Background: an optimization exercise with open tools, aiming at small area, a short achievable clock period and few clock cycles. Do not read the settings as production practice. Only simulation tests tie the RTL to the original design; equivalence was not proved. Power is estimated from default activity; no workload was simulated.

==> design.v <==
`timescale 1ns/1ns
`default_nettype none
package wallace_mult_pkg;
  localparam int OPERAND_W   = 16;
  localparam int PRODUCT_W   = 32;
  localparam int NUM_PP_ROWS = 16;
  localparam int APB_ADDR_W = 8;
  localparam int APB_DATA_W = 32;
  localparam logic [APB_ADDR_W-1:0] ADDR_OPERAND_A = 8'h00;
  localparam logic [APB_ADDR_W-1:0] ADDR_OPERAND_B = 8'h04;
  localparam logic [APB_ADDR_W-1:0] ADDR_CTRL      = 8'h08;
  localparam logic [APB_ADDR_W-1:0] ADDR_STATUS    = 8'h0C;
  localparam logic [APB_ADDR_W-1:0] ADDR_PRODUCT   = 8'h10;
  localparam int STATUS_BUSY_BIT = 0;
  localparam int STATUS_DONE_BIT = 1;
  localparam int CTRL_START_BIT  = 0;
  typedef logic [PRODUCT_W-1:0] row_t;
  typedef struct packed {
    logic [OPERAND_W-1:0] a;
    logic [OPERAND_W-1:0] b;
  } operand_t;
  typedef struct packed {
    row_t sum_row;
    row_t carry_row;
  } csa_pair_t;
  typedef struct packed {
    logic                  psel;
    logic                  penable;
    logic                  pwrite;
    logic [APB_ADDR_W-1:0] paddr;
    logic [APB_DATA_W-1:0] pwdata;
  } apb_req_t;
  typedef struct packed {
    logic [APB_DATA_W-1:0] prdata;
    logic                  pready;
    logic                  pslverr;
  } apb_rsp_t;
endpackage
`default_nettype wire
`timescale 1ns/1ns
`default_nettype none
module partial_products (
  input  wire wallace_mult_pkg::operand_t                                            op,
  output wire [wallace_mult_pkg::NUM_PP_ROWS-1:0][wallace_mult_pkg::PRODUCT_W-1:0] rows
);
  for (genvar i = 0; i < wallace_mult_pkg::NUM_PP_ROWS; i++) begin : g_row
    logic [wallace_mult_pkg::OPERAND_W-1:0] and_bits;
    wallace_mult_pkg::row_t                 wide_bits;
    assign and_bits  = op.a & {wallace_mult_pkg::OPERAND_W{op.b[i]}};
    assign wide_bits = wallace_mult_pkg::row_t'(and_bits);
    assign rows[i] = wide_bits << i;
  end
endmodule
`default_nettype wire
`timescale 1ns/1ns
`default_nettype none
module csa_layer #(
  parameter int ROWS_IN  = 3,
  parameter int ROWS_OUT = 2 * (ROWS_IN / 3) + (ROWS_IN % 3)
) (
  input  wire [ROWS_IN-1:0][wallace_mult_pkg::PRODUCT_W-1:0]  rows_in,
  output wire [ROWS_OUT-1:0][wallace_mult_pkg::PRODUCT_W-1:0] rows_out
);
  localparam int GROUPS   = ROWS_IN / 3;
  localparam int LEFTOVER = ROWS_IN % 3;
  for (genvar g = 0; g < GROUPS; g++) begin : g_fa
    wallace_mult_pkg::row_t x;
    wallace_mult_pkg::row_t y;
    wallace_mult_pkg::row_t z;
    wallace_mult_pkg::row_t maj;
    assign x   = rows_in[3*g];
    assign y   = rows_in[3*g+1];
    assign z   = rows_in[3*g+2];
    assign maj = (x & y) | (x & z) | (y & z);
    assign rows_out[2*g]   = x ^ y ^ z;
    assign rows_out[2*g+1] = maj << 1;
  end
  for (genvar r = 0; r < LEFTOVER; r++) begin : g_pass
    assign rows_out[2*GROUPS+r] = rows_in[3*GROUPS+r];
  end
endmodule
`default_nettype wire
`timescale 1ns/1ns
`default_nettype none
module wallace_tree (
  input  wire [wallace_mult_pkg::NUM_PP_ROWS-1:0][wallace_mult_pkg::PRODUCT_W-1:0] rows,
  output wallace_mult_pkg::csa_pair_t                                               cs
);
  localparam int LEVEL0 = wallace_mult_pkg::NUM_PP_ROWS;
  localparam int LEVEL1 = 11;
  localparam int LEVEL2 = 8;
  localparam int LEVEL3 = 6;
  localparam int LEVEL4 = 4;
  localparam int LEVEL5 = 3;
  localparam int LEVEL6 = 2;
  wire [LEVEL1-1:0][wallace_mult_pkg::PRODUCT_W-1:0] lvl1;
  wire [LEVEL2-1:0][wallace_mult_pkg::PRODUCT_W-1:0] lvl2;
  wire [LEVEL3-1:0][wallace_mult_pkg::PRODUCT_W-1:0] lvl3;
  wire [LEVEL4-1:0][wallace_mult_pkg::PRODUCT_W-1:0] lvl4;
  wire [LEVEL5-1:0][wallace_mult_pkg::PRODUCT_W-1:0] lvl5;
  wire [LEVEL6-1:0][wallace_mult_pkg::PRODUCT_W-1:0] lvl6;
  csa_layer #(.ROWS_IN(LEVEL0)) u_level1 (
    .rows_in  (rows),
    .rows_out (lvl1)
  );
  csa_layer #(.ROWS_IN(LEVEL1)) u_level2 (
    .rows_in  (lvl1),
    .rows_out (lvl2)
  );
  csa_layer #(.ROWS_IN(LEVEL2)) u_level3 (
    .rows_in  (lvl2),
    .rows_out (lvl3)
  );
  csa_layer #(.ROWS_IN(LEVEL3)) u_level4 (
    .rows_in  (lvl3),
    .rows_out (lvl4)
  );
  csa_layer #(.ROWS_IN(LEVEL4)) u_level5 (
    .rows_in  (lvl4),
    .rows_out (lvl5)
  );
  csa_layer #(.ROWS_IN(LEVEL5)) u_level6 (
    .rows_in  (lvl5),
    .rows_out (lvl6)
  );
  assign cs.sum_row   = lvl6[0];
  assign cs.carry_row = lvl6[1];
endmodule
`default_nettype wire
`timescale 1ns/1ns
`default_nettype none
module stage_reg #(
  parameter int WIDTH = 1
) (
  input  wire              clk,
  input  wire              rst_n,
  input  wire              in_valid,
  input  wire  [WIDTH-1:0] in_data,
  output logic             out_valid,
  output logic [WIDTH-1:0] out_data
);
  always_ff @(posedge clk) begin
    if (!rst_n) begin
      out_valid <= 1'b0;
      out_data  <= '0;
    end else begin
      out_valid <= in_valid;
      if (in_valid) begin
        out_data <= in_data;
      end
    end
  end
endmodule
`default_nettype wire
`timescale 1ns/1ns
`default_nettype none
module wallace_mult_core (
  input  wire                             clk,
  input  wire                             rst_n,
  input  wire                             op_valid,
  input  wire wallace_mult_pkg::operand_t op,
  output logic                            res_valid,
  output wallace_mult_pkg::row_t          product
);
  logic      s1_valid;
  wallace_mult_pkg::operand_t  s1_op;
  logic [wallace_mult_pkg::NUM_PP_ROWS-1:0][wallace_mult_pkg::PRODUCT_W-1:0] pp_rows;
  wallace_mult_pkg::csa_pair_t tree_cs;
  logic      s2_valid;
  wallace_mult_pkg::csa_pair_t s2_cs;
  wallace_mult_pkg::row_t      final_sum;
  stage_reg #(.WIDTH(2 * wallace_mult_pkg::OPERAND_W)) u_stage1 (
    .clk       (clk),
    .rst_n     (rst_n),
    .in_valid  (op_valid),
    .in_data   (op),
    .out_valid (s1_valid),
    .out_data  (s1_op)
  );
  partial_products u_pp (
    .op   (s1_op),
    .rows (pp_rows)
  );
  wallace_tree u_tree (
    .rows (pp_rows),
    .cs   (tree_cs)
  );
  stage_reg #(.WIDTH(2 * wallace_mult_pkg::PRODUCT_W)) u_stage2 (
    .clk       (clk),
    .rst_n     (rst_n),
    .in_valid  (s1_valid),
    .in_data   (tree_cs),
    .out_valid (s2_valid),
    .out_data  (s2_cs)
  );
  assign final_sum = s2_cs.sum_row + s2_cs.carry_row;
  stage_reg #(.WIDTH(wallace_mult_pkg::PRODUCT_W)) u_stage3 (
    .clk       (clk),
    .rst_n     (rst_n),
    .in_valid  (s2_valid),
    .in_data   (final_sum),
    .out_valid (res_valid),
    .out_data  (product)
  );
endmodule
`default_nettype wire
`timescale 1ns/1ns
`default_nettype none
module apb_mult_regs (
  input  wire                             clk,
  input  wire                             rst_n,
  input  wire wallace_mult_pkg::apb_req_t apb_req,
  output wallace_mult_pkg::apb_rsp_t      apb_rsp,
  output logic                            op_valid,
  output wallace_mult_pkg::operand_t      op,
  input  wire                             res_valid,
  input  wire wallace_mult_pkg::row_t     product
);
  logic                  access;
  logic                  stall;
  logic                  xfer;
  logic                  wr_xfer;
  logic                  start;
  logic                  mapped;
  logic [wallace_mult_pkg::APB_DATA_W-1:0] rd_data;
  logic                  busy;
  logic                  done;
  wallace_mult_pkg::row_t                  product_q;
  assign access = apb_req.psel & apb_req.penable;
  assign stall = access & ~apb_req.pwrite & (apb_req.paddr == wallace_mult_pkg::ADDR_PRODUCT) & busy;
  assign xfer    = access & ~stall;
  assign wr_xfer = xfer & apb_req.pwrite;
  assign start = wr_xfer & (apb_req.paddr == wallace_mult_pkg::ADDR_CTRL) &
                 apb_req.pwdata[wallace_mult_pkg::CTRL_START_BIT] & ~busy;
  always_comb begin
    mapped  = 1'b1;
    rd_data = '0;
    case (apb_req.paddr)
      wallace_mult_pkg::ADDR_OPERAND_A: rd_data = wallace_mult_pkg::APB_DATA_W'(op.a);
      wallace_mult_pkg::ADDR_OPERAND_B: rd_data = wallace_mult_pkg::APB_DATA_W'(op.b);
      wallace_mult_pkg::ADDR_CTRL:      rd_data = '0;
      wallace_mult_pkg::ADDR_STATUS: begin
        rd_data[wallace_mult_pkg::STATUS_BUSY_BIT] = busy;
        rd_data[wallace_mult_pkg::STATUS_DONE_BIT] = done;
      end
      wallace_mult_pkg::ADDR_PRODUCT:   rd_data = wallace_mult_pkg::APB_DATA_W'(product_q);
      default:        mapped  = 1'b0;
    endcase
  end
  always_comb begin
    apb_rsp.prdata  = apb_req.pwrite ? '0 : rd_data;
    apb_rsp.pready  = ~stall;
    apb_rsp.pslverr = access & ~mapped;
  end
  always_ff @(posedge clk) begin
    if (!rst_n) begin
      op        <= '0;
      op_valid  <= 1'b0;
      busy      <= 1'b0;
      done      <= 1'b0;
      product_q <= '0;
    end else begin
      op_valid <= start;
      if (wr_xfer && apb_req.paddr == wallace_mult_pkg::ADDR_OPERAND_A) begin
        op.a <= apb_req.pwdata[wallace_mult_pkg::OPERAND_W-1:0];
      end
      if (wr_xfer && apb_req.paddr == wallace_mult_pkg::ADDR_OPERAND_B) begin
        op.b <= apb_req.pwdata[wallace_mult_pkg::OPERAND_W-1:0];
      end
      if (start) begin
        busy <= 1'b1;
        done <= 1'b0;
      end else if (res_valid) begin
        busy      <= 1'b0;
        done      <= 1'b1;
        product_q <= product;
      end
    end
  end
endmodule
`default_nettype wire
`timescale 1ns/1ns
`default_nettype none
module wallace_mult_apb (
  input  wire        clk,
  input  wire        rst_n,
  input  wire        psel,
  input  wire        penable,
  input  wire        pwrite,
  input  wire [7:0]  paddr,
  input  wire [31:0] pwdata,
  output wire [31:0] prdata,
  output wire        pready,
  output wire        pslverr
);
  logic [15:0] op_a;
  logic [15:0] op_b;
  logic [17:0] op_a3;      
  logic [31:0] prod;       
  logic        ph1;        
  logic        ph2;        
  logic        ph3;        
  logic        acc_en;     
  logic        done;
  logic        a_ok;       
  logic        b_ok;       
  logic [1:0]  dig1;
  logic [1:0]  dig2;
  logic [1:0]  dig3;
  logic        we_a;       
  logic        we_b;       
  logic        rd_a;       
  logic        rd_b;       
  logic        sel_stat;
  logic        sel_prod;   
  logic        rd_prod;    
  logic        err_q;
  logic        start_setup;
  logic        pass0;
  logic        busy;
  logic        done_d;
  logic        a_ok_d;
  logic        b_ok_d;
  assign start_setup = psel & ~penable & pwrite &
                       (paddr == wallace_mult_pkg::ADDR_CTRL) &
                       pwdata[wallace_mult_pkg::CTRL_START_BIT];
  assign busy = ph2 | ph3;
  assign pass0 = start_setup & ~busy;
  assign done_d = rst_n & (ph3 | (done & ~ph1));
  assign a_ok_d = rst_n & (a_ok | we_a);
  assign b_ok_d = rst_n & (b_ok | we_b);
  logic [15:0] acc_in;
  logic [17:0] row [2];
  logic [19:0] csa_x;
  logic [19:0] csa_y;
  logic [19:0] csa_z;
  logic [19:0] csa_s;
  logic [19:0] csa_c;
  logic [19:0] mac;
  assign acc_in = {16{acc_en}} & prod[31:16];
  for (genvar j = 0; j < 2; j++) begin : g_row
    assign row[j] = ({18{dig1[j]}} & {2'b00, op_a}) |
                    ({18{dig2[j]}} & {1'b0, op_a, 1'b0}) |
                    ({18{dig3[j]}} & op_a3);
  end
  assign csa_x = 20'(acc_in);
  assign csa_y = 20'(row[0]);
  assign csa_z = 20'(row[1]) << 2;
  assign csa_s = csa_x ^ csa_y ^ csa_z;
  assign csa_c = ((csa_x & csa_y) | (csa_x & csa_z) | (csa_y & csa_z)) << 1;
  assign mac   = csa_s + csa_c;
  always_ff @(posedge clk) begin
    if (pass0 | ph1 | busy) begin
      prod <= {mac, prod[15:4]};
    end
  end
  logic [15:0] b_next;
  logic [3:0]  bits_next;
  assign b_next = we_b ? pwdata[15:0] : op_b;
  always_comb begin
    if (ph2)        bits_next = op_b[15:12];
    else if (ph1)   bits_next = op_b[11:8];
    else if (pass0) bits_next = op_b[7:4];
    else            bits_next = b_next[3:0];
  end
  always_ff @(posedge clk) begin
    for (int j = 0; j < 2; j++) begin
      dig1[j] <= a_ok_d & b_ok_d & (bits_next[2*j+1 -: 2] == 2'd1);
      dig2[j] <= a_ok_d & b_ok_d & (bits_next[2*j+1 -: 2] == 2'd2);
      dig3[j] <= a_ok_d & b_ok_d & (bits_next[2*j+1 -: 2] == 2'd3);
    end
  end
  always_ff @(posedge clk) begin
    ph1  <= rst_n & pass0;
    ph2  <= rst_n & ph1;
    ph3  <= rst_n & ph2;
    acc_en <= rst_n & (pass0 | ph1 | ph2);
    done <= done_d;
    a_ok <= a_ok_d;
    b_ok <= b_ok_d;
  end
  always_ff @(posedge clk) begin
    we_a     <= psel & ~penable & pwrite & (paddr == wallace_mult_pkg::ADDR_OPERAND_A);
    we_b     <= psel & ~penable & pwrite & (paddr == wallace_mult_pkg::ADDR_OPERAND_B);
    rd_a     <= (paddr == wallace_mult_pkg::ADDR_OPERAND_A) & a_ok_d;
    rd_b     <= (paddr == wallace_mult_pkg::ADDR_OPERAND_B) & b_ok_d;
    sel_stat <= (paddr == wallace_mult_pkg::ADDR_STATUS);
    sel_prod <= (paddr == wallace_mult_pkg::ADDR_PRODUCT) & done_d;
    rd_prod  <= (paddr == wallace_mult_pkg::ADDR_PRODUCT) & ~pwrite;
    err_q    <= ~((paddr == wallace_mult_pkg::ADDR_OPERAND_A) |
                  (paddr == wallace_mult_pkg::ADDR_OPERAND_B) |
                  (paddr == wallace_mult_pkg::ADDR_CTRL) |
                  (paddr == wallace_mult_pkg::ADDR_STATUS) |
                  (paddr == wallace_mult_pkg::ADDR_PRODUCT));
  end
  always_ff @(posedge clk) begin
    if (we_a) begin
      op_a  <= pwdata[15:0];
      op_a3 <= 18'(pwdata[15:0]) + 18'({pwdata[15:0], 1'b0});
    end
    if (we_b) op_b <= pwdata[15:0];
  end
  logic [31:0] rd_data;
  always_comb begin
    rd_data = {32{sel_prod}} & prod;
    rd_data[15:0] = rd_data[15:0] | ({16{rd_a}} & op_a) | ({16{rd_b}} & op_b);
    rd_data[wallace_mult_pkg::STATUS_BUSY_BIT] =
      rd_data[wallace_mult_pkg::STATUS_BUSY_BIT] | (sel_stat & busy);
    rd_data[wallace_mult_pkg::STATUS_DONE_BIT] =
      rd_data[wallace_mult_pkg::STATUS_DONE_BIT] | (sel_stat & done);
  end
  assign prdata  = rd_data;
  assign pready  = ~(rd_prod & ph3);
  assign pslverr = err_q;
endmodule
`default_nettype wire
==> flow/run.sh <==
#!/bin/bash
# The standard layout, with plain buffers (buf_2) instead of the default
# delay cells as the buffers on the input and output ports.
set -e
export BUFFER_PORTS_ARGS="-buffer_cell sky130_fd_sc_hd__buf_2"
bash standard.sh > standard.log 2>&1
==> standard.sh <==
#!/bin/bash
# synth_recipe.tcl (not shown) runs the flow's synth.tcl, then flattens the netlist and writes it again
# the make line also repeats each setting of config.mk as NAME=value (left out here)
make -C /OpenROAD-flow-scripts/flow DESIGN_CONFIG=/design/flow/config.mk WORK_HOME=/design/flow/orfs CLKGATE_MAP_FILE= SYNTH_SCRIPT=/design/flow/synth_recipe.tcl "${@:-finish}"
==> config.mk <==
export PLATFORM = sky130hd
export DESIGN_NAME = wallace_mult_apb
export DESIGN_NICKNAME = wallace_mult_apb
export VERILOG_FILES = /design/flow/design.v
export SDC_FILE = /design/flow/constraint.sdc
export NUM_CORES = 4
export LEC_CHECK = 0
export CAP_MARGIN = 20
export CELL_PAD_IN_SITES_DETAIL_PLACEMENT = 1
export CELL_PAD_IN_SITES_GLOBAL_PLACEMENT = 2
export CORE_MARGIN = 2
export CORE_UTILIZATION = 55
export SETUP_SLACK_MARGIN = 1.5
export SLEW_MARGIN = 20
==> constraint.sdc <==
create_clock -name core_clock -period 5.0 [get_ports {clk}]
set_input_delay 1.0000 -clock core_clock [delete_from_list [all_inputs] [get_ports {clk}]]
set_output_delay 1.0000 -clock core_clock [all_outputs]
set_load 0.01 [all_outputs]
==> results.cfg, run 1 <==
[outcome]
status = complete, no violations

[cells_and_area]
drive_gt1_frac = 0.1963
fin_cells = 732
antennaDiodeCount = 0
synthToLayoutAreaGrowth_pct = 12.80
fin_nets = 691

[placed_design]
io_buffers = 62
hpwl_mm = 11.76
globalplace.congestion = 0.8381
dp.cells = 707

[clock_tree]
cts_root_buffer = clkbuf_8
clk_pin_slew_ns = 0.10
numCtsBuffers = 9
h-tree-depth = 3
cts_hold_buf = 0
cts_sinks = 102
clkLatencyLatePin_ns = 0.37
clockBufferDepth = 2
cts_tree = done

[logic_synthesis]
ys_types = 55
synth_top_area_frac = 0.3884
syn_nets = 624
ys_warn_count = 2
ys_ff_latch = 102
synth_edf_count = 77
yosys-top-cells-area = edfxtp_1 39%, dfxtp_1 8.4%, ha_1 8.2%, a222oi_1 7.6%, fa_1 5.4%
yosysTopAreaCell = edfxtp_1
ys_seq_area_frac = 0.4725
synthFlopType = edfxtp_1
async_flop_share = 0
syn_inst = 524
avgSynthCellArea_sq_um = 11.36
syn_area_sq_um = 5953

[detailed_routing]
via_per_inst = 6.339
drt_iter0_markers = 516
wl_per_cell_um = 22.09
dr.pass1.iters = 12
vias = 4640
drt_wl_total_mm = 16.17
drtAntennaViolNets = 0
drc = 0

[timing]
post-route-period-util = 0.6789
setup-violations-final = 0
hold_violations = 0
relSlewSlack = 0.4150
max_freq_mhz = 294.6
finalClockSkew_ns = 0.01369
worstMarginPinSlew_ns = 0.8762
holdWs_ns = 0.4768
setup_tns_ns = 0
min_period_ns = 3.394
rsz0062_at_grt = true
slew_violations = 0

[global_routing]
grt_max_degree = 36
grt_pass1_vias = 4811
overflow = 0
grtUsageTotal = 0.2858
grt_pass1_wl_mm = 25.28
antenna_found_initial = 0

[worst_setup_path]
criticalPathCategory = reg -> reg
cp.arrival_ns = 3.53
cp_max_fo = 5
r2r_setup_slack_ns = 1.61
required_ns = 5.13
timing.rr.end = prod[31]
r2r_cells = 12
r2r_start = op_a[2]
end_kind = flip-flop
critPathLaunchType = flip-flop

[pwr]
power_density_nw_per_um2 = 234.5
p_leak_uw = 0.003201
peakVddDrop_v = 0.0001300

[floorplan]
core_sq_um = 10420
start_util = 0.5715
die_area_sq_um = 11670
ios = 79
die_w_um = 108.0
rows = 37
die_y_um = 108.0

[worst_hold_path]
min_path_type = reg -> reg
worst_hold_startpoint = prod[8]
holdPathStages = 0
min_to = prod[4]

[run]
drv_cap = 0
==> critical path, cell delays in order, from the launching register on <==
cell,delay [ns]
edfxtp_1,0.46
buf_4,0.18
a222oi_1,0.42
fa_1,0.50
inv_1,0.07
ha_1,0.29
a211o_1,0.34
a21oi_2,0.22
o21ai_2,0.12
a21oi_2,0.23
o21ai_1,0.11
a21oi_2,0.14
xor2_1,0.08
==> how the worst max path moves through the flow <==
stage               startpoint  endpoint  slack [ns]  cells past startpoint
floorplan              dig3[1]  prod[31]        1.78                     12
global placement       op_a[2]  prod[28]        1.45                     11
detailed placement     dig1[0]  prod[31]        1.32                     11
CTS                    dig1[0]  prod[31]        1.52                     11
global route           op_a[1]  prod[31]        1.43                     12
finish                 op_a[2]  prod[31]        1.61                     12
==> power breakdown <==
group / internal (uW) / switching, uW / leakage [uW]
sequential: 910 / 0.514 / 0.000945
combinational: 50.1 / 69.0 / 0.00214
clock: 265 / 280 / 0.000114
total: 1230 / 349 / 0.00320
==> layout make-up <==
cell class | instances | area, sq um
Sequential cell | 102 | 2820
Clock buffer | 14 | 203.9
Fill cell | 1120 | 3701
Tap cell | 136 | 170.2
Multi-Input combinational cell | 344 | 2885
Clock inverter | 2 | 10.01
Inverter | 60 | 225.2
Timing Repair Buffer | 74 | 400.4
==> synthesized netlist by cell type, types with 16 or more instances <==
| cell | instances |
|---|---|
| a21oi_1 | 25 |
| a222oi_1 | 45 |
| and2_1 | 35 |
| dfxtp_1 | 25 |
| edfxtp_1 | 77 |
| fa_1 | 16 |
| ha_1 | 39 |
| inv_1 | 59 |
| nor2_1 | 18 |
| o21ai_1 | 16 |
| xnor2_1 | 18 |
==> placed cells by master (no fill, tap or decap), types with 3 or more instances in the layout <==
master / Yosys / layout
a211oi_1: 4 / 3
a21o_1: 12 / 12
a21oi_1: 25 / 22
a21oi_2: 0 / 3
a222oi_1: 45 / 45
a31oi_1: 3 / 3
and2_1: 35 / 35
and3_1: 5 / 5
buf_2: 1 / 62
buf_4: 0 / 12
clkbuf_8: 0 / 13
dfxtp_1: 25 / 19
dfxtp_2: 0 / 6
edfxtp_1: 77 / 77
fa_1: 16 / 15
ha_1: 39 / 38
inv_1: 59 / 59
mux2_2: 4 / 4
mux2i_1: 5 / 5
nand2_1: 15 / 15
nand2b_1: 5 / 5
nand3_1: 5 / 5
nand3b_1: 3 / 3
nor2_1: 18 / 18
nor2b_1: 4 / 4
nor3_1: 10 / 8
nor3b_1: 5 / 5
o21a_1: 9 / 9
o21ai_1: 16 / 14
o21ai_2: 1 / 3
or3_1: 4 / 4
xnor2_1: 18 / 18
xor2_1: 7 / 7
==> registers in the layout, summed over array words and instances (netlist names), 2 cells and up <==
name / count
dig2: 2
prod: 32
dig3: 2
op_a: 15
op_a3: 18
dig1: 2
op_b: 16
==> routing by layer <==
layer | wire length, um | share of wire | GRT usage | vias up
met5 | 0 | 0 | 0 | -
met4 | 333 | 0.021 | 0.1026 | 0
met3 | 1024 | 0.063 | 0.06389 | 24
met2 | 8476 | 0.52 | 0.4964 | 196
met1 | 6338 | 0.39 | 0.3503 | 2305
li1 | - | - | - | 2115
==> cell families after synthesis <==
group / synth area share
flip-flops: 0.4725
XOR/XNOR: 0.03678
AO/OA/AOI/OAI: 0.1753
multiplexers: 0.01597
AND/OR/NAND/NOR: 0.1131
adder cells (fa/ha/maj): 0.1358
buffers and inverters: 0.05065
==> metrics by stage <==
stage	setup WS, ns	util	area, sq um	power, uW
floorplan	1.783	-	5953	1003
global placement	1.455	0.6125	6380	1041
detailed placement	1.320	0.6125	6380	1049
CTS	1.518	0.6369	6634	1581
global route	1.425	0.6447	6715	1620
finish	1.606	0.6447	6715	1575
==> timing repair <==
item / 4_1_cts / 5_1_grt
gates cloned: 0 / 0
resized for setup: 7 / 10
pin swaps: 3 / 11
endpoints found under the setup margin: 6 / 8
setup buffers: 3 / 6
Testbench counts, summed over its fixed seeds: cycles 21,608.
==> run 2, diff against run 1 <==
--- a/config.mk
+++ b/config.mk
@@ -6,7 +6,6 @@
 export NUM_CORES = 4
 export LEC_CHECK = 0
+export ABC_AREA = 1
 export CAP_MARGIN = 20
-export CELL_PAD_IN_SITES_DETAIL_PLACEMENT = 1
-export CELL_PAD_IN_SITES_GLOBAL_PLACEMENT = 2
 export CORE_MARGIN = 2
 export CORE_UTILIZATION = 55
==> run 2 against run 1 <==
  * Maximum frequency grew 8.5%
  * Non-clock buffer count shrank 10
  * Hold slack lost 0.010 ns
  * Critical endpoint is now prod[27]
  * Die area grew 10%
  * Still clean
  * Via count grew 22%
  * Count of clock-buffer cells in the layout shrank 4
  * Highest routed layer unchanged
  * Largest power group unchanged
==> results.cfg, run 2 <==
[outcome]
status = complete, no violations

[timing]
holdWs_ns = 0.4668
min_period_ns = 3.129
finalClockSkew_ns = 0.009150
relSlewSlack = 0.4659
worstMarginPinSlew_ns = 0.8001
max_freq_mhz = 319.6
setup_tns_ns = 0
hold_violations = 0
slew_violations = 0
setup-violations-final = 0
rsz0062_at_grt = false
post-route-period-util = 0.6258

[worst_setup_path]
cp.arrival_ns = 3.23
critPathMaxStageDelay_ns = 0.62
path_cells = inv_1, o211ai_1, fa_1, fa_1, nand3_1, nand2_1, nand3_1, nand2_1, nand3_1, nand2_1, xor2_1
slowest_stage = dfxtp_1
required_ns = 5.10
cp_max_fo = 14
r2r_start = dig2[0]
critPathLaunchType = flip-flop
timing.rr.end = prod[27]
end_kind = flip-flop
r2r_setup_slack_ns = 1.87
r2r_cells = 11
criticalPathCategory = reg -> reg

[logic_synthesis]
ys_warn_count = 2
async_flop_share = 0
syn_inst = 817
synth_top_area_frac = 0.3504
synth_edf_count = 77
ys_ff_latch = 102
ys_top_cells_by_count = 269 x nand2_1, 107 x inv_1, 78 x nand3_1, 77 x edfxtp_1, 46 x nor2_1
synthFlopType = edfxtp_1
yosysTopAreaCell = edfxtp_1
ys_seq_area_frac = 0.4262
syn_area_sq_um = 6599
avgSynthCellArea_sq_um = 8.077
ys_types = 38
syn_nets = 917
synthMostInstantiatedCell = nand2_1
yosys-top-cells-area = edfxtp_1 35%, nand2_1 15%, dfxtp_1 7.6%, ha_1 7.4%, inv_1 6.1%

[pwr]
seqPwrFrac = 0.529
peakVddDrop_v = 0.0002101
power_density_nw_per_um2 = 234.9
swShare = 0.2415
p_clk_frac = 0.395
p_leak_uw = 0.003660
pwr-share-comb = 0.076
power_uw = 1723
p_int_uw = 1307
p_switching_uw = 416.2

[detailed_routing]
drc = 0
via_per_inst = 5.521
wl_per_cell_um = 16.66
drt_iter0_markers = 545
drt_wl_total_mm = 17.12
drtAntennaViolNets = 0
vias = 5676
dr.pass1.iters = 6

[placed_design]
globalplace.congestion = 0.9635
io_buffers = 62
dp.cells = 1012
hpwl_mm = 13.57

[worst_hold_path]
min_path_type = reg -> reg
worst_hold_startpoint = prod[6]
min_to = prod[2]
holdPathStages = 0

[cells_and_area]
largest_register_ffs = 32
drive_gt1_frac = 0.1067
fin_nets = 976
fin_cells = 1028
largest-register = prod
synthToLayoutAreaGrowth_pct = 11.17
final_core_util = 0.6185
layout_commonest_cell = nand2_1
antennaDiodeCount = 0
final_cell_mix = 269 x nand2_1, 107 x inv_1, 78 x nand3_1, 77 x edfxtp_1, 62 x buf_2
reg.largest.list = prod x32, op_a3 x18, op_b x16

[clock_tree]
h-tree-depth = 3
cts_hold_buf = 0
cts_sinks = 102
clk_pin_slew_ns = 0.07
clkLatencyLatePin_ns = 0.35
cts_setup_buffers = 0
cts_tree = done
numCtsBuffers = 9
clockBufferDepth = 2
cts_root_buffer = clkbuf_16
cts_resized = 0

[global_routing]
antenna_found_initial = 0
grt_max_degree = 35
grt_pass1_wl_mm = 27.29
grtUsageTotal = 0.2752
overflow = 0
grt_pass1_vias = 5407

[floorplan]
ios = 79
start_util = 0.5563
die_w_um = 113.5
rows = 40
core_sq_um = 11860
die_area_sq_um = 12890
die_y_um = 113.5

[run]
drv_cap = 0
[run 2: changes by cell type in the layout (fill, tap and decap cells not counted), moves of 10 or more]
cell	before	now
a21oi_1	22	43
a222oi_1	45	0
and2_1	35	4
buf_4	12	2
clkbuf_8	13	0
inv_1	59	107
nand2_1	15	269
nand3_1	5	78
nor2_1	18	46
o21ai_0	1	22
o21ai_1	14	0
xnor2_1	18	1
xor2_1	7	22
[run 2: metrics by stage]
stage	setup WS (ns)	instance area, sq um
floorplan	2.303	6599
global placement	1.960	7048
detailed placement	1.914	7048
CTS	1.829	7335
global route	1.668	7336
finish	1.871	7336
[run 2: worst max path at each step]
stage | start | endpoint | slack [ns] | cells after the start
5_1_grt | dig1[1] | prod[30] | 1.67 | 14
3_3_place_gp | dig2[0] | prod[27] | 1.96 | 11
2_1_floorplan | acc_en | prod[26] | 2.30 | 14
3_5_place_dp | dig2[0] | prod[27] | 1.91 | 11
6_report | dig2[0] | prod[27] | 1.87 | 11
4_1_cts | sel_prod | prdata[11] | 1.83 | 3
[run 2: worst max-delay path: cells and delay by family, from the launching register on]
kind / cells / cell delay [ns]
and+or+nand+nor: 6 / 0.64
adders and majority gates: 2 / 0.98
xor gates and xnor gates: 1 / 0.16
buffers and inverters: 1 / 0.21
AOI/OAI and AO/OA: 1 / 0.28
DFF: 1 / 0.62
[run 2: kinds of logic after synthesis]
| group | Yosys count | synth area share |
|---|---|---|
| buffers and inverters | 125 | 0.07111 |
| AND/OR/NAND/NOR | 419 | 0.2683 |
| XOR/XNOR | 23 | 0.03053 |
| AO/OA/AOI/OAI | 93 | 0.08134 |
| adder cells (fa/ha/maj) | 55 | 0.1225 |
| flip-flops | 102 | 0.4262 |
[run 2: area by class of cell]
| type | count | area, sq um |
|---|---|---|
| inverter | 109 | 409.1 |
| multi-input combinational | 590 | 3317 |
| tap | 147 | 183.9 |
| sequential | 102 | 2814 |
| clock inverter | 6 | 57.56 |
| timing repair buffer | 64 | 325.3 |
| clock buffer | 10 | 229.0 |
| fill | 1035 | 4526 |
[run 2: routing by layer]
metal	vias to the layer above	wire length [um]	track usage
li1	2796	-	-
met1	2622	7103	0.3490
met2	222	8612	0.4786
met3	36	892	0.04145
met4	0	516	0.1033
met5	-	0	0
[run 2: power groups by stage]
stage	clock, uW	sequential (uW)	combinational (uW)
after floorplan	0	931	86.3
after global placement	0	931	126
after detailed placement	0	931	130
after CTS	690	912	131
after global routing	721	912	150
final	681	912	131
==> run 3, diff against run 2 <==
--- a/config.mk
+++ b/config.mk
@@ -10,4 +10,4 @@
 export CORE_MARGIN = 2
 export CORE_UTILIZATION = 55
-export SETUP_SLACK_MARGIN = 1.5
+export SETUP_SLACK_MARGIN = 2.8
 export SLEW_MARGIN = 20
==> run 3 against run 2 <==
  * Combinational power increased by 44%
  * Final area up 23%
  * Critical endpoint is now prod[30]
  * Area after synthesis stayed put
  * Count of clock-buffer cells in the layout stayed put
  * Routed wire length rose by 16%
  * Sequential cell count is the same
  * Largest power group unchanged
  * Via count is 9.6% higher
==> results.cfg, run 3 <==
[clock_tree]
cts_root_buffer = clkbuf_16
clockBufferDepth = 2
cts_hold_buf = 0
clkLatencyLatePin_ns = 0.36
clk_pin_slew_ns = 0.08
h-tree-depth = 3
cts_sinks = 102
cts_tree = done
numCtsBuffers = 9

[global_routing]
grt_busiest_layer = met2
antenna_found_initial = 0
grtUsageMet1 = 0.3660
grt_pass1_vias = 5913
use_met3 = 0.04091
grt_max_degree = 34
grtUsageTotal = 0.2974
overflow = 0
grt_pass1_wl_mm = 29.46
met2_usage = 0.5118

[detailed_routing]
via_per_inst = 5.750
drt_wl_total_mm = 19.93
vias = 6222
wl_per_cell_um = 18.42
drc = 0
drt_iter0_markers = 591
drtAntennaViolNets = 0
dr.pass1.iters = 5

[placed_design]
io_buffers = 62
hpwl_mm = 14.05
placed_area_sq_um = 7335
globalplace.congestion = 0.9502

[logic_synthesis]
ys_seq_area_frac = 0.4262
synth_top_area_frac = 0.3504
syn_inst = 817
yosysTopAreaCell = edfxtp_1
synthXorXnorAreaFrac = 0.03053
synth_top_family_by_area = simple AND/OR/NAND/NOR gates
syn_nets = 917
synthMuxAreaShare = 0
synthMostInstantiatedCell = nand2_1
yosys-top-cells-area = edfxtp_1 35%, nand2_1 15%, dfxtp_1 7.6%, ha_1 7.4%, inv_1 6.1%
synth_edf_count = 77
ys_types = 38
synth_compound_area_frac = 0.08134
synth_simple_gate_area_frac = 0.2683
ys_warn_count = 2
syn_area_sq_um = 6599
ys_top_cells_by_count = 269 x nand2_1, 107 x inv_1, 78 x nand3_1, 77 x edfxtp_1, 46 x nor2_1
synthFlopType = edfxtp_1
synthAdderAreaFrac = 0.1225
avgSynthCellArea_sq_um = 8.077
ys_ff_latch = 102
async_flop_share = 0

[timing]
relSlewSlack = 0.4594
worstMarginPinSlew_ns = 0.8098
max_freq_mhz = 379.9
min_period_ns = 2.633
setup-violations-final = 0
post-route-period-util = 0.5265
rsz0062_at_grt = true
setup_tns_ns = 0
slew_violations = 0
finalClockSkew_ns = 0.01325
hold_violations = 0

[worst_hold_path]
min_path_type = reg -> reg

[worst_setup_path]
cp.arrival_ns = 2.74
critPathLaunchType = flip-flop
end_kind = flip-flop
criticalPathCategory = reg -> reg
cp_max_fo = 5
required_ns = 5.11

[cells_and_area]
final_cell_mix = 206 x nand2_1, 92 x inv_1, 77 x edfxtp_1, 47 x nand3_1, 44 x buf_2
drive_gt1_frac = 0.3615
regArea_sq_um = 2855
multi_input_area_sq_um = 4330
final_core_util = 0.7605
layout_commonest_cell = nand2_1
reg.largest.list = prod x32, op_a3 x18, op_b x16
antennaDiodeCount = 0
synthToLayoutAreaGrowth_pct = 36.71
largest_register_ffs = 32
largest-register = prod
fin_nets = 1030
stdcell_area_sq_um = 9021
fillers = 848

[outcome]
status = complete, no violations

[floorplan]
die_w_um = 113.5
ios = 79
die_y_um = 113.5
die_area_sq_um = 12890
core_sq_um = 11860
start_util = 0.5563
rows = 40

[pwr]
power_uw = 1784
p_leak_uw = 0.004202
power_density_nw_per_um2 = 197.8
peakVddDrop_v = 0.0002173

[run]
drv_cap = 0
-- run 3: cell counts after synthesis --
Identical to the previous run, type by type.
-- run 3: path summary, 6_finish.rpt --
check / startpoint / endpoint / slack (ns) / depth (start not counted)
max: op_a[4] / prod[30] / 2.37 / 11
max reg2reg: op_a[4] / prod[30] / 2.37 / 11
min: a_ok / a_ok / 0.46 / 2
min reg2reg: a_ok / a_ok / 0.46 / 2
-- run 3: where the power goes --
group	switching, uW	internal, uW	leakage [uW]	total, uW
Sequential	0.900	905	0.000856	906
Combinational	109	79.0	0.00321	188
Clock	343	348	0.000140	690
Total	453	1330	0.00420	1780
-- run 3: timing repair --
item,in CTS,in global routing
gates cloned,1,2
pin swaps,38,53
setup buffers,36,16
setup endpoints to repair,88,75
resized for setup,94,143
-- run 3: routing by layer --
metal / vias to the layer above / part of all wire
met2: 282 / 0.50
met1: 2967 / 0.39
met3: 66 / 0.056
met4: 0 / 0.047
met5: - / 0
li1: 2907 / -
-- run 3: logic make-up (layout without fill, tap and decap cells) --
group | after synthesis | in the layout
AO/OA/AOI/OAI | 93 | 93
XOR/XNOR | 23 | 23
adder cells (fa/ha/maj) | 55 | 55
buffers and inverters | 125 | 241
AND/OR/NAND/NOR | 419 | 421
flip-flops | 102 | 102
-- run 3: area by class of cell --
type,count,area share
Multi-Input combinational cell,592,0.4800
Sequential cell,102,0.3165
Timing Repair Buffer,116,0.1064
Inverter,109,0.04563
Clock buffer,10,0.02538
Tap cell,147,0.02039
Clock inverter,6,0.005687
-- run 3: worst max-delay path: stages, from the launching register on --
cell and delay (ns):
edfxtp_1 0.50, nand2_1 0.11, nand3_1 0.11, fa_1 0.52
ha_4 0.34, nand2_2 0.09, nor2_2 0.22, nand3_1 0.13
nand3_2 0.14, nand2_2 0.07, nand3_1 0.08, nand2_1 0.06
-- run 3: per-stage QoR --
stage	cells	setup WS [ns]	hold slack (ns)
CTS	1064	2.427	0.4591
global placement	1011	2.083	0.4395
detailed placement	1011	2.042	0.4418
global route	1082	2.247	0.4900
finish	1082	2.367	0.4596
floorplan	817	2.587	0.4262
==> run 4, diff against run 3 <==
--- a/config.mk
+++ b/config.mk
@@ -10,4 +10,4 @@
 export CORE_MARGIN = 2
 export CORE_UTILIZATION = 55
-export SETUP_SLACK_MARGIN = 2.8
+export SETUP_SLACK_MARGIN = 3.3
 export SLEW_MARGIN = 20
==> run 4 against run 3 <==
  * Die area unchanged
  * Setup slack better by 0.055 ns
  * Critical path depth is 1 higher
  * Non-clock buffer count increased by 35
  * Combinational power rose by 43%
  * First-iteration DRC count increased by 29%
  * Global-route usage grew 2.8 points
==> results.cfg, run 4 <==
[timing]
worstMarginPinSlew_ns = 0.5470
rsz0062_at_grt = true
hold_violations = 0
max_freq_mhz = 388.0
setup_slack_ns = 2.423
post-route-period-util = 0.5154
slew_violations = 0
relSlewSlack = 0.6315
finalClockSkew_ns = 0.01676
setup_tns_ns = 0
setup-violations-final = 0
min_period_ns = 2.577

[global_routing]
grtUsageTotal = 0.3250
overflow = 0
grt_pass1_wl_mm = 32.08
grt_busiest_layer = met2
antenna_found_initial = 0
met2_usage = 0.5577
grt_max_degree = 34
grt_pass1_vias = 6293
use_met3 = 0.04570
grtUsageMet1 = 0.3937

[worst_setup_path]
path_common_cell = nand3_1
critPathBufInv = 1
critPathMaxStageDelay_ns = 0.56
cp_max_fo = 17
critPathTopFamily = adder cells
criticalPathCategory = reg -> reg
cp.arrival_ns = 2.70
path_cells = a22o_1, a21oi_2, fa_1, inv_2, ha_4, nand3_1, nand2_2, nand3_2, nand2_2, nand3_1, nand3_1, nand2_1
critPathLaunchType = flip-flop
end_kind = flip-flop
required_ns = 5.12
slowest_stage = fa_1

[cells_and_area]
fin_nets = 1066
largest-register = prod
stdcell_area_sq_um = 9993
final_cell_mix = 171 x nand2_1, 80 x inv_1, 77 x edfxtp_1, 67 x buf_6, 65 x nand2_2
largest_register_ffs = 32
antennaDiodeCount = 0
drive_gt1_frac = 0.4624
reg.largest.list = prod x32, op_a3 x18, op_b x16
synthToLayoutAreaGrowth_pct = 51.44
layout_commonest_cell = nand2_1

[placed_design]
io_buffers = 62
place_ws_ns = 2.001
hpwl_mm = 13.82
placed_area_sq_um = 7485
globalplace.congestion = 0.9507

[detailed_routing]
drtAntennaViolNets = 0
dr.pass1.iters = 6
drt_iter0_markers = 765
drt_wl_total_mm = 23.95
drc = 0
wl_per_cell_um = 21.42
via_per_inst = 5.999
vias = 6707

[run]
drv_cap = 0

[logic_synthesis]
syn_inst = 817
synth_top_area_frac = 0.3504
async_flop_share = 0
synthMostInstantiatedCell = nand2_1
syn_nets = 917
ys_warn_count = 2
avgSynthCellArea_sq_um = 8.077
yosysTopAreaCell = edfxtp_1
ys_top_cells_by_count = 269 x nand2_1, 107 x inv_1, 78 x nand3_1, 77 x edfxtp_1, 46 x nor2_1
ys_seq_area_frac = 0.4262
ys_types = 38
synth_edf_count = 77
syn_area_sq_um = 6599
yosys-top-cells-area = edfxtp_1 35%, nand2_1 15%, dfxtp_1 7.6%, ha_1 7.4%, inv_1 6.1%
ys_ff_latch = 102
synthFlopType = edfxtp_1

[clock_tree]
cts_root_buffer = clkbuf_16
cts_sinks = 102
cts_hold_buf = 0
clk_pin_slew_ns = 0.07
clockBufferDepth = 2
h-tree-depth = 3
clkLatencyLatePin_ns = 0.37
numCtsBuffers = 9
cts_tree = done

[floorplan]
die_area_sq_um = 12890
rows = 40
die_y_um = 113.5
ios = 79
die_w_um = 113.5
start_util = 0.5563
core_sq_um = 11860

[pwr]
p_leak_uw = 0.004520
peakVddDrop_v = 0.0001693
power_density_nw_per_um2 = 192.3

[outcome]
status = complete, no violations

[worst_hold_path]
min_path_type = reg -> reg
[run 4: cells by family after synthesis]
group / synth area share
xor gates and xnor gates: 0.03053
AOI/OAI and AO/OA: 0.08134
and+or+nand+nor: 0.2683
DFF: 0.4262
adders and majority gates: 0.1225
buffers and inverters: 0.07111
[run 4: worst paths after layout]
kind	from	endpoint	slack, ns	cells after the start
worst max-delay path	dig3[0]	prod[26]	2.42	12
worst min register to register	prod[13]	prod[9]	0.48	0
worst max register to register	dig3[0]	prod[26]	2.42	12
worst min-delay path	prod[13]	prod[9]	0.48	0
[run 4: what timing repair did]
item | CTS | global route
endpoints found under the setup margin | 107 | 107
gates resized for setup | 218 | 154
gates cloned | 3 | 1
pin swaps | 90 | 79
setup buffers | 66 | 21
[run 4: final cells by class]
class	instances	area (sq um)
Timing Repair Buffer	151	1450
Fill cell	624	1868
Sequential cell	102	2860
Inverter	109	414.1
Tap cell	147	183.9
Clock buffer	10	250.2
Multi-Input combinational cell	593	4777
Clock inverter	6	57.56
[run 4: stage by stage]
step	total power, uW	util	cells	hold WS, ns
5_1_grt	1964	0.8425	1118	0.4815
3_5_place_dp	1080	0.6310	1011	0.4371
2_1_floorplan	1030	-	817	0.4262
3_3_place_gp	1076	0.6310	1011	0.4401
4_1_cts	1864	0.7781	1096	0.4601
6_report	1921	0.8425	1118	0.4844
[run 4: where the power goes]
part           internal [uW]  total (uW)  switching, uW
clock                    382         747            365
sequential               904         906           1.32
combinational            124         268            144
[run 4: routing by layer]
layer | up-vias | share of wire
met5 | - | 0
li1 | 2982 | -
met3 | 118 | 0.066
met4 | 0 | 0.066
met1 | 3208 | 0.37
met2 | 399 | 0.50
==> run 5, diff against run 4 <==
--- a/config.mk
+++ b/config.mk
@@ -10,4 +10,4 @@
 export CORE_MARGIN = 2
 export CORE_UTILIZATION = 55
-export SETUP_SLACK_MARGIN = 3.3
+export SETUP_SLACK_MARGIN = 2.0
 export SLEW_MARGIN = 20
==> run 5 against run 4 <==
  * Non-clock buffer count is 87 lower
  * Final area is 26% lower
  * Sequential cell count stayed put
  * First-iteration DRC count is 28% lower
  * Routed wire length is 29% lower
  * Sequential share of layout area is 9.9 points higher
  * Via count is 16% lower
==> results.cfg, run 5 <==
[logic_synthesis]
ys_types = 38
synth_edf_count = 77
synthFlopType = edfxtp_1
ys_warn_count = 2
ys_ff_latch = 102
async_flop_share = 0
synthMostInstantiatedCell = nand2_1
syn_inst = 817
syn_nets = 917
ys_seq_area_frac = 0.4262
syn_area_sq_um = 6599
ys_top_cells_by_count = 269 x nand2_1, 107 x inv_1, 78 x nand3_1, 77 x edfxtp_1, 46 x nor2_1
yosys-top-cells-area = edfxtp_1 35%, nand2_1 15%, dfxtp_1 7.6%, ha_1 7.4%, inv_1 6.1%
yosysTopAreaCell = edfxtp_1
synth_top_area_frac = 0.3504
avgSynthCellArea_sq_um = 8.077

[clock_tree]
numCtsBuffers = 9
cts_root_buffer = clkbuf_16
clkLatencyLatePin_ns = 0.35
cts_hold_buf = 0
cts_sinks = 102
cts_setup_buffers = 0
cts_tree = done
h-tree-depth = 3
clk_pin_slew_ns = 0.07
clockBufferDepth = 2

[cells_and_area]
antennaDiodeCount = 0
final_cell_mix = 269 x nand2_1, 107 x inv_1, 78 x nand3_1, 77 x edfxtp_1, 62 x buf_2
largest-register = prod
fin_cells = 1028
largest_register_ffs = 32
synthToLayoutAreaGrowth_pct = 11.38
drive_gt1_frac = 0.1146
layout_commonest_cell = nand2_1
fin_nets = 976
reg.largest.list = prod x32, op_a3 x18, op_b x16

[worst_setup_path]
critPathMaxStageDelay_ns = 0.55
critPathLaunch = dig3[1]
criticalPathCategory = reg -> reg
end_kind = flip-flop
required_ns = 5.10
critPathLaunchType = flip-flop
r2r_start = dig3[1]
cp_max_fo = 18
r2r_setup_slack_ns = 2.15
path_cells = inv_1, a21oi_1, fa_1, fa_1, nand3_1, nand2_1, nand3_1, nand2_1, nand3_1, nand2_1, xor2_1
slowest_stage = dfxtp_2
cp.arrival_ns = 2.95
r2r_cells = 11
crit_end = prod[27]
timing.rr.end = prod[27]

[placed_design]
hpwl_mm = 13.57
dp.cells = 1012
globalplace.congestion = 0.9635
io_buffers = 62

[floorplan]
rows = 40
die_area_sq_um = 12890
core_sq_um = 11860
die_y_um = 113.5
die_w_um = 113.5
start_util = 0.5563
ios = 79

[timing]
min_period_ns = 2.847
worstMarginPinSlew_ns = 0.8104
post-route-period-util = 0.5695
rsz0062_at_grt = true
setup-violations-final = 0
hold_violations = 0
slew_violations = 0
setup_tns_ns = 0
max_freq_mhz = 351.2
finalClockSkew_ns = 0.01008
relSlewSlack = 0.4590

[pwr]
p_switching_uw = 414.0
swShare = 0.2408
p_leak_uw = 0.003664
p_clk_frac = 0.394
seqPwrFrac = 0.530
p_int_uw = 1306
power_density_nw_per_um2 = 234.0
pwr-share-comb = 0.076
peakVddDrop_v = 0.0002097

[global_routing]
overflow = 0
grt_pass1_vias = 5410
antenna_found_initial = 0
grt_max_degree = 35
grtUsageTotal = 0.2753
grt_pass1_wl_mm = 27.30

[outcome]
status = complete, no violations

[worst_hold_path]
holdPathStages = 0
min_path_type = reg -> reg

[detailed_routing]
via_per_inst = 5.502
wl_per_cell_um = 16.62
drc = 0
drt_wl_total_mm = 17.09
dr.pass1.iters = 5
drt_iter0_markers = 551
drtAntennaViolNets = 0
vias = 5656

[run]
drv_cap = 0
[run 5: cell counts after synthesis]
Identical to the previous run, type by type.
[run 5: worst max-delay path, delay by kind of cell, from the launching register on]
family | cells | cell delay (ns)
xor gates and xnor gates | 1 | 0.16
AOI/OAI and AO/OA | 1 | 0.19
adders and majority gates | 2 | 0.97
DFF | 1 | 0.55
buffers and inverters | 1 | 0.10
and+or+nand+nor | 6 | 0.63
[run 5: layout make-up]
| type | instances | area [sq um] |
|---|---|---|
| well taps | 147 | 183.9 |
| multi-input cells | 590 | 3317 |
| fillers | 1033 | 4512 |
| inverters | 109 | 409.1 |
| repair buffers | 64 | 325.3 |
| clock buffers | 10 | 229.0 |
| flip-flops and latches | 102 | 2828 |
| clock inverters | 6 | 57.56 |
[run 5: through the flow]
stage | total power (uW) | cell area, sq um | hold WS [ns] | setup WS [ns] | util
6_report | 1720 | 7350 | 0.4744 | 2.153 | 0.6196
5_1_grt | 1782 | 7350 | 0.4816 | 1.976 | 0.6196
4_1_cts | 1732 | 7341 | 0.4666 | 2.004 | 0.6189
3_5_place_dp | 1061 | 7048 | 0.4388 | 1.914 | 0.5942
3_3_place_gp | 1058 | 7048 | 0.4387 | 1.960 | 0.5942
2_1_floorplan | 1017 | 6599 | 0.4262 | 2.303 | -
[run 5: cell families after synthesis]
| group | count (synthesis) | share of synthesized area |
|---|---|---|
| adder cells (fa/ha/maj) | 55 | 0.1225 |
| AO/OA/AOI/OAI | 93 | 0.08134 |
| buffers and inverters | 125 | 0.07111 |
| AND/OR/NAND/NOR | 419 | 0.2683 |
| XOR/XNOR | 23 | 0.03053 |
| flip-flops | 102 | 0.4262 |
[run 5: metal layers]
metal,vias up,share of wire,global-route usage
met5,-,0,0
met2,213,0.50,0.4794
met3,38,0.059,0.04145
li1,2794,-,-
met1,2611,0.41,0.3486
met4,0,0.031,0.1033
[run 5: how the worst min path moves through the flow]
| stage | start | end | slack [ns] |
|---|---|---|---|
| 2_1_floorplan | prod[14] | prod[10] | 0.43 |
| 3_3_place_gp | prod[7] | prod[3] | 0.44 |
| 3_5_place_dp | prod[6] | prod[2] | 0.44 |
| 4_1_cts | prod[6] | prod[2] | 0.47 |
| 5_1_grt | prod[4] | prod[0] | 0.48 |
| 6_report | prod[6] | prod[2] | 0.47 |
[run 5: timing repair]
action / in CTS / in global routing
setup endpoints to repair: 8 / 12
resized for setup: 5 / 5
endpoints found under the hold margin: 0 / 0
[run 5: power groups by stage]
stage	Combinational [uW]	Sequential, uW	Clock [uW]
after floorplan	86.3	931	0
after global placement	126	931	0
after detailed placement	130	931	0
after CTS	131	912	690
after global routing	150	911	721
final	131	911	678
==> run 6, diff against run 5 <==
--- a/config.mk
+++ b/config.mk
@@ -10,4 +10,4 @@
 export CORE_MARGIN = 2
 export CORE_UTILIZATION = 55
-export SETUP_SLACK_MARGIN = 2.0
+export SETUP_SLACK_MARGIN = 1.8
 export SLEW_MARGIN = 20
==> run 6 against run 5 <==
  * Largest cell class unchanged
  * Still clean
  * Synthesized cell count did not move
  * Clock skew about the same
  * Cell count is the same
  * Hold slack better by 0.0019 ns
  * Core utilization down 0.063 points
  * Highest routed layer unchanged
==> results.cfg, run 6 <==
[logic_synthesis]
async_flop_share = 0
ys_top_cells_by_count = 269 x nand2_1, 107 x inv_1, 78 x nand3_1, 77 x edfxtp_1, 46 x nor2_1
ys_ff_latch = 102
yosysTopAreaCell = edfxtp_1
yosys-top-cells-area = edfxtp_1 35%, nand2_1 15%, dfxtp_1 7.6%, ha_1 7.4%, inv_1 6.1%
syn_inst = 817
syn_area_sq_um = 6599
synth_top_area_frac = 0.3504
ys_seq_area_frac = 0.4262
syn_nets = 917
ys_types = 38
ys_warn_count = 2
avgSynthCellArea_sq_um = 8.077
synthMostInstantiatedCell = nand2_1
synth_edf_count = 77
synthFlopType = edfxtp_1

[worst_setup_path]
slowest_stage = dfxtp_1
criticalPathCategory = reg -> reg
required_ns = 5.10
path_cells = inv_1, a21oi_1, fa_1, fa_1, nand3_1, nand2_1, nand3_1, nand2_1, nand3_1, nand2_1, xor2_1
end_kind = flip-flop
cp.arrival_ns = 3.18
critPathMaxStageDelay_ns = 0.73
critPathLaunchType = flip-flop
r2r_setup_slack_ns = 1.92
r2r_start = dig3[1]
cp_max_fo = 18
r2r_cells = 11
timing.rr.end = prod[27]

[global_routing]
grt_pass1_wl_mm = 27.29
grt_pass1_vias = 5407
grtUsageTotal = 0.2752
grt_max_degree = 35
antenna_found_initial = 0
overflow = 0

[pwr]
power_uw = 1721
p_leak_uw = 0.003663
power_density_nw_per_um2 = 234.3
peakVddDrop_v = 0.0002097

[run]
drv_cap = 0

[detailed_routing]
dr.pass1.iters = 5
vias = 5664
via_per_inst = 5.510
drtAntennaViolNets = 0
drt_iter0_markers = 540
wl_per_cell_um = 16.68
drc = 0
drt_wl_total_mm = 17.15

[floorplan]
die_w_um = 113.5
rows = 40
die_area_sq_um = 12890
start_util = 0.5563
die_y_um = 113.5
core_sq_um = 11860
ios = 79

[timing]
setup-violations-final = 0
holdWs_ns = 0.4763
post-route-period-util = 0.6162
max_freq_mhz = 324.6
setup_slack_ns = 1.919
slew_violations = 0
min_period_ns = 3.081
relSlewSlack = 0.4559
finalClockSkew_ns = 0.009931
setup_tns_ns = 0
hold_violations = 0
worstMarginPinSlew_ns = 0.8151
rsz0062_at_grt = false

[cells_and_area]
reg.largest.list = prod x32, op_a3 x18, op_b x16
synthToLayoutAreaGrowth_pct = 11.26
antennaDiodeCount = 0
final_cell_mix = 269 x nand2_1, 107 x inv_1, 78 x nand3_1, 77 x edfxtp_1, 62 x buf_2
fin_nets = 976
drive_gt1_frac = 0.1124
layout_commonest_cell = nand2_1
largest_register_ffs = 32
final_core_util = 0.6190
fillers = 1033
largest-register = prod

[clock_tree]
cts_hold_buf = 0
cts_setup_buffers = 0
h-tree-depth = 3
clk_pin_slew_ns = 0.07
cts_sinks = 102
clkLatencyLatePin_ns = 0.35
cts_root_buffer = clkbuf_16
numCtsBuffers = 9
clockBufferDepth = 2
cts_tree = done
cts_resized = 0

[worst_hold_path]
min_to = prod[2]
min_path_type = reg -> reg
worst_hold_startpoint = prod[6]
holdPathStages = 0

[placed_design]
io_buffers = 62
place_ws_ns = 1.914
globalplace.congestion = 0.9635
hpwl_mm = 13.57

[outcome]
status = complete, no violations
## run 6: cell counts after synthesis
Identical to the previous run, type by type.
## run 6: logic make-up after synthesis
kind of cell | after synthesis | synth area share
AOI/OAI and AO/OA | 93 | 0.08134
xor gates and xnor gates | 23 | 0.03053
adders and majority gates | 55 | 0.1225
buffers and inverters | 125 | 0.07111
DFF | 102 | 0.4262
and+or+nand+nor | 419 | 0.2683
## run 6: how the worst max path moves through the flow
stage,end,depth (start not counted),startpoint
2_1_floorplan,prod[26],14,acc_en
3_3_place_gp,prod[27],11,dig2[0]
3_5_place_dp,prod[27],11,dig2[0]
4_1_cts,prdata[11],3,sel_prod
5_1_grt,prod[27],11,dig3[1]
6_report,prod[27],11,dig3[1]
## run 6: power breakdown
group	switching, uW	leakage, uW	internal (uW)
registers	0.839	0.000849	911
logic	82.7	0.00268	48.1
clock network	330	0.000138	348
## run 6: worst max-delay path: cells and delay by family, from the launching register on
| kind | cells | cell delay (ns) |
|---|---|---|
| buffers and inverters | 1 | 0.12 |
| AND/OR/NAND/NOR | 6 | 0.64 |
| flip-flops | 1 | 0.73 |
| AO/OA/AOI/OAI | 1 | 0.21 |
| XOR/XNOR | 1 | 0.16 |
| adder cells (fa/ha/maj) | 2 | 0.97 |
## run 6: final cells by class
class	count	area, sq um	share of cell area
well taps	147	183.9	0.02505
flip-flops and latches	102	2820	0.3841
multi-input cells	590	3317	0.4518
repair buffers	64	325.3	0.04431
clock buffers	10	229.0	0.03119
inverters	109	409.1	0.05573
clock inverters	6	57.56	0.007839
## run 6: routing by layer
layer | GRT usage | wire length, um | vias up
met5 | 0 | 0 | -
met2 | 0.4786 | 8559 | 188
met1 | 0.3490 | 7272 | 2643
met4 | 0.1033 | 552 | 0
met3 | 0.04145 | 762 | 39
li1 | - | - | 2794
## run 6: per-stage QoR
stage | cells | instance area [sq um]
2_1_floorplan | 817 | 6599
3_5_place_dp | 1012 | 7048
3_3_place_gp | 1012 | 7048
5_1_grt | 1028 | 7342
4_1_cts | 1028 | 7335
6_report | 1028 | 7342
==> run 7, diff against run 6 <==
--- a/config.mk
+++ b/config.mk
@@ -10,4 +10,4 @@
 export CORE_MARGIN = 2
 export CORE_UTILIZATION = 55
-export SETUP_SLACK_MARGIN = 1.8
+export SETUP_SLACK_MARGIN = 2.3
 export SLEW_MARGIN = 20
==> run 7 against run 6 <==
  * Hold slack worse by 0.0079 ns
  * Die area stayed put
  * Clock power hardly changed
  * Maximum frequency is 10% higher
  * Global-route usage is 0.14 points higher
  * Combinational power hardly changed
  * Area after synthesis stayed put
  * Critical path depth stayed put
  * Count of clock-buffer cells in the layout stayed put
  * Cell count is 1.4% higher
  * Core utilization is 3.0 points higher
  * Power is 0.13% lower
  * Critical endpoint is now prod[31]
  * Largest power group unchanged
==> results.cfg, run 7 <==
[global_routing]
grt_pass1_vias = 5429
antenna_found_initial = 0
overflow = 0
grtUsageTotal = 0.2766
grt_max_degree = 35
grt_pass1_wl_mm = 27.45

[detailed_routing]
wl_per_cell_um = 17.11
wl_met3_um = 946
drt_wl_total_mm = 17.82
wl_met1_mm = 7.293
wl_met2_mm = 9.042
drtAntennaViolNets = 0
via_per_inst = 5.542
vias = 5775
drc = 0
top_layer_used = met4
drt_iter0_markers = 519
dr.pass1.iters = 7

[logic_synthesis]
synthAdderAreaFrac = 0.1225
yosys-top-cells-area = edfxtp_1 35%, nand2_1 15%, dfxtp_1 7.6%, ha_1 7.4%, inv_1 6.1%
ys_ff_latch = 102
ys_types = 38
yosysTopAreaCell = edfxtp_1
ys_warn_count = 2
synth_simple_gate_area_frac = 0.2683
syn_nets = 917
syn_inst = 817
avgSynthCellArea_sq_um = 8.077
async_flop_share = 0
synth_edf_count = 77
synthXorXnorAreaFrac = 0.03053
synth_top_area_frac = 0.3504
synth_top_family_by_area = simple AND/OR/NAND/NOR gates
synthFlopType = edfxtp_1
syn_area_sq_um = 6599
synth_compound_area_frac = 0.08134
ys_seq_area_frac = 0.4262
synthMuxAreaShare = 0
ys_top_cells_by_count = 269 x nand2_1, 107 x inv_1, 78 x nand3_1, 77 x edfxtp_1, 46 x nor2_1
synthMostInstantiatedCell = nand2_1

[cells_and_area]
synthToLayoutAreaGrowth_pct = 16.65
reg.largest.list = prod x32, op_a3 x18, op_b x16
drive_gt1_frac = 0.1788
fillers = 1003
largest-register = prod
regArea_sq_um = 2844
antennaDiodeCount = 0
final_cell_mix = 259 x nand2_1, 107 x inv_1, 77 x edfxtp_1, 72 x nand3_1, 62 x buf_2
layout_commonest_cell = nand2_1
fin_nets = 990
multi_input_area_sq_um = 3536
largest_register_ffs = 32

[worst_setup_path]
critPathMaxStageDelay_ns = 0.51
required_ns = 5.11
cp_max_fo = 5
cp.arrival_ns = 2.91
path_common_cell = nand2_1
criticalPathCategory = reg -> reg
crit_cells = 11
critPathLaunchType = flip-flop
end_kind = flip-flop
path_cells = nand2_1, nand3_1, fa_1, ha_2, nand2_1, o21ai_0, nand2_1, nand3b_1, nand2_1, nand3b_1, nand2_1
r2r_setup_slack_ns = 2.20
timing.rr.end = prod[31]
r2r_start = op_a[5]
critPathTopFamily = adder cells
r2r_cells = 11
slowest_stage = edfxtp_1
critPathBufInv = 0

[floorplan]
die_y_um = 113.5
rows = 40
start_util = 0.5563
core_sq_um = 11860
die_area_sq_um = 12890
die_w_um = 113.5
ios = 79

[pwr]
seqPwrFrac = 0.528
swShare = 0.2418
p_int_uw = 1303
power_density_nw_per_um2 = 223.2
peakVddDrop_v = 0.0002087
p_leak_uw = 0.003713
pwr-share-comb = 0.077
p_switching_uw = 415.5
p_clk_frac = 0.395

[timing]
setup_tns_ns = 0
max_freq_mhz = 357.7
hold_violations = 0
finalClockSkew_ns = 0.01002
min_period_ns = 2.796
worstMarginPinSlew_ns = 0.8038
rsz0062_at_grt = true
slew_violations = 0
setup_slack_ns = 2.204
setup-violations-final = 0
relSlewSlack = 0.4634
post-route-period-util = 0.5592

[clock_tree]
numCtsBuffers = 9
cts_sinks = 102
cts_root_buffer = clkbuf_16
clkLatencyLatePin_ns = 0.35
clk_pin_slew_ns = 0.07
clockBufferDepth = 2
h-tree-depth = 3
cts_tree = done

[worst_hold_path]
holdPathStages = 0
worst_hold_startpoint = prod[6]
min_path_type = reg -> reg
min_to = prod[2]

[placed_design]
place_ws_ns = 1.914
hpwl_mm = 13.57
globalplace.congestion = 0.9635
io_buffers = 62

[run]
drv_cap = 0

[outcome]
status = complete, no violations
==> run 7: how the worst max path moves through the flow <==
stage	startpoint	end	slack, ns
3_3_place_gp	dig2[0]	prod[27]	1.96
5_1_grt	op_a[5]	prod[31]	2.14
4_1_cts	sel_prod	prdata[11]	2.30
2_1_floorplan	acc_en	prod[26]	2.30
3_5_place_dp	dig2[0]	prod[27]	1.91
6_report	op_a[5]	prod[31]	2.20
==> run 7: metrics by stage <==
stage               area (sq um)  power, uW  hold WS [ns]    util  cells
finish                      7697       1718        0.4685  0.6489   1042
global placement            7048       1058        0.4387  0.5942   1012
CTS                         7403       1729        0.4666  0.6242   1032
global route                7697       1780        0.4816  0.6489   1042
detailed placement          7048       1061        0.4388  0.5942   1012
floorplan                   6599       1017        0.4262       -    817
==> run 7: layout make-up <==
type                    count  area share
clock buffers              10     0.02975
clock inverters             6    0.007477
inverters                 109     0.05315
multi-input cells         590      0.4594
flip-flops and latches    102      0.3695
well taps                 147     0.02389
repair buffers             78     0.05689
==> run 7: cells by family after synthesis <==
logic type               after synthesis
AND/OR/NAND/NOR                      419
adder cells (fa/ha/maj)               55
buffers and inverters                125
AO/OA/AOI/OAI                         93
flip-flops                           102
XOR/XNOR                              23
==> run 7: repair_timing <==
| action | 4_1_cts | 5_1_grt |
|---|---|---|
| endpoints found under the setup margin | 48 | 19 |
| pin swaps | 3 | 10 |
| gates resized for setup | 19 | 51 |
| setup buffers | 4 | 10 |
| hold endpoints to repair | 0 | 0 |
| hold buffers | 0 | 0 |
==> run 7: power by group through the flow <==
stage	Clock, uW	Sequential [uW]	Combinational, uW
after floorplan	0	931	86.3
after detailed placement	0	931	130
after CTS	689	909	131
after global routing	721	907	151
after global placement	0	931	126
final	679	908	132
==> run 7: layer usage <==
| layer | up-vias | GRT usage |
|---|---|---|
| li1 | 2819 | - |
| met1 | 2679 | 0.3497 |
| met2 | 232 | 0.4826 |
| met3 | 45 | 0.04145 |
| met4 | 0 | 0.1033 |
| met5 | - | 0 |

## port drivers added, routing unchanged
The flow's constraints put no driver on any port. The routed layouts listed below were extracted and timed again, unchanged, in two steps.
Step 1 assumes that a clkbuf_16 drives the clock port and a buf_2 every other input.
Step 2, shift: input delay + t, output delay - t, t = (earliest + latest rising clock arrival at the registers) / 2. This alone moves slack from input paths to output paths.
a / b / c = ideal ports / drivers / drivers and shift; a / b = the first two.
run | t, ns | slack for setup (ns) | worst setup path at the end | worst data-port slew with drivers (ns)
run 1 | 0.400 | 1.606 / 1.606 / 1.606 | register to register | 0.04
run 2 | 0.389 | 1.871 / 1.871 / 1.871 | register to register | 0.03
run 3 | 0.394 | 2.367 / 2.367 / 2.339 | input to register | 0.06
run 4 | 0.403 | 2.423 / 2.423 / 2.306 | input to register | 0.06
run 5 | 0.388 | 2.153 / 2.153 / 1.984 | input to register | 0.03
run 6 | 0.389 | 1.919 / 1.919 / 1.919 | register to register | 0.03
run 7 | 0.389 | 2.204 / 2.204 / 2.053 | input to register | 0.03
After both steps setup and hold are still met in every run listed. The setup slack of run 5, which loses most, moves by 0.000 ns with the drivers and by -0.169 ns with both steps.
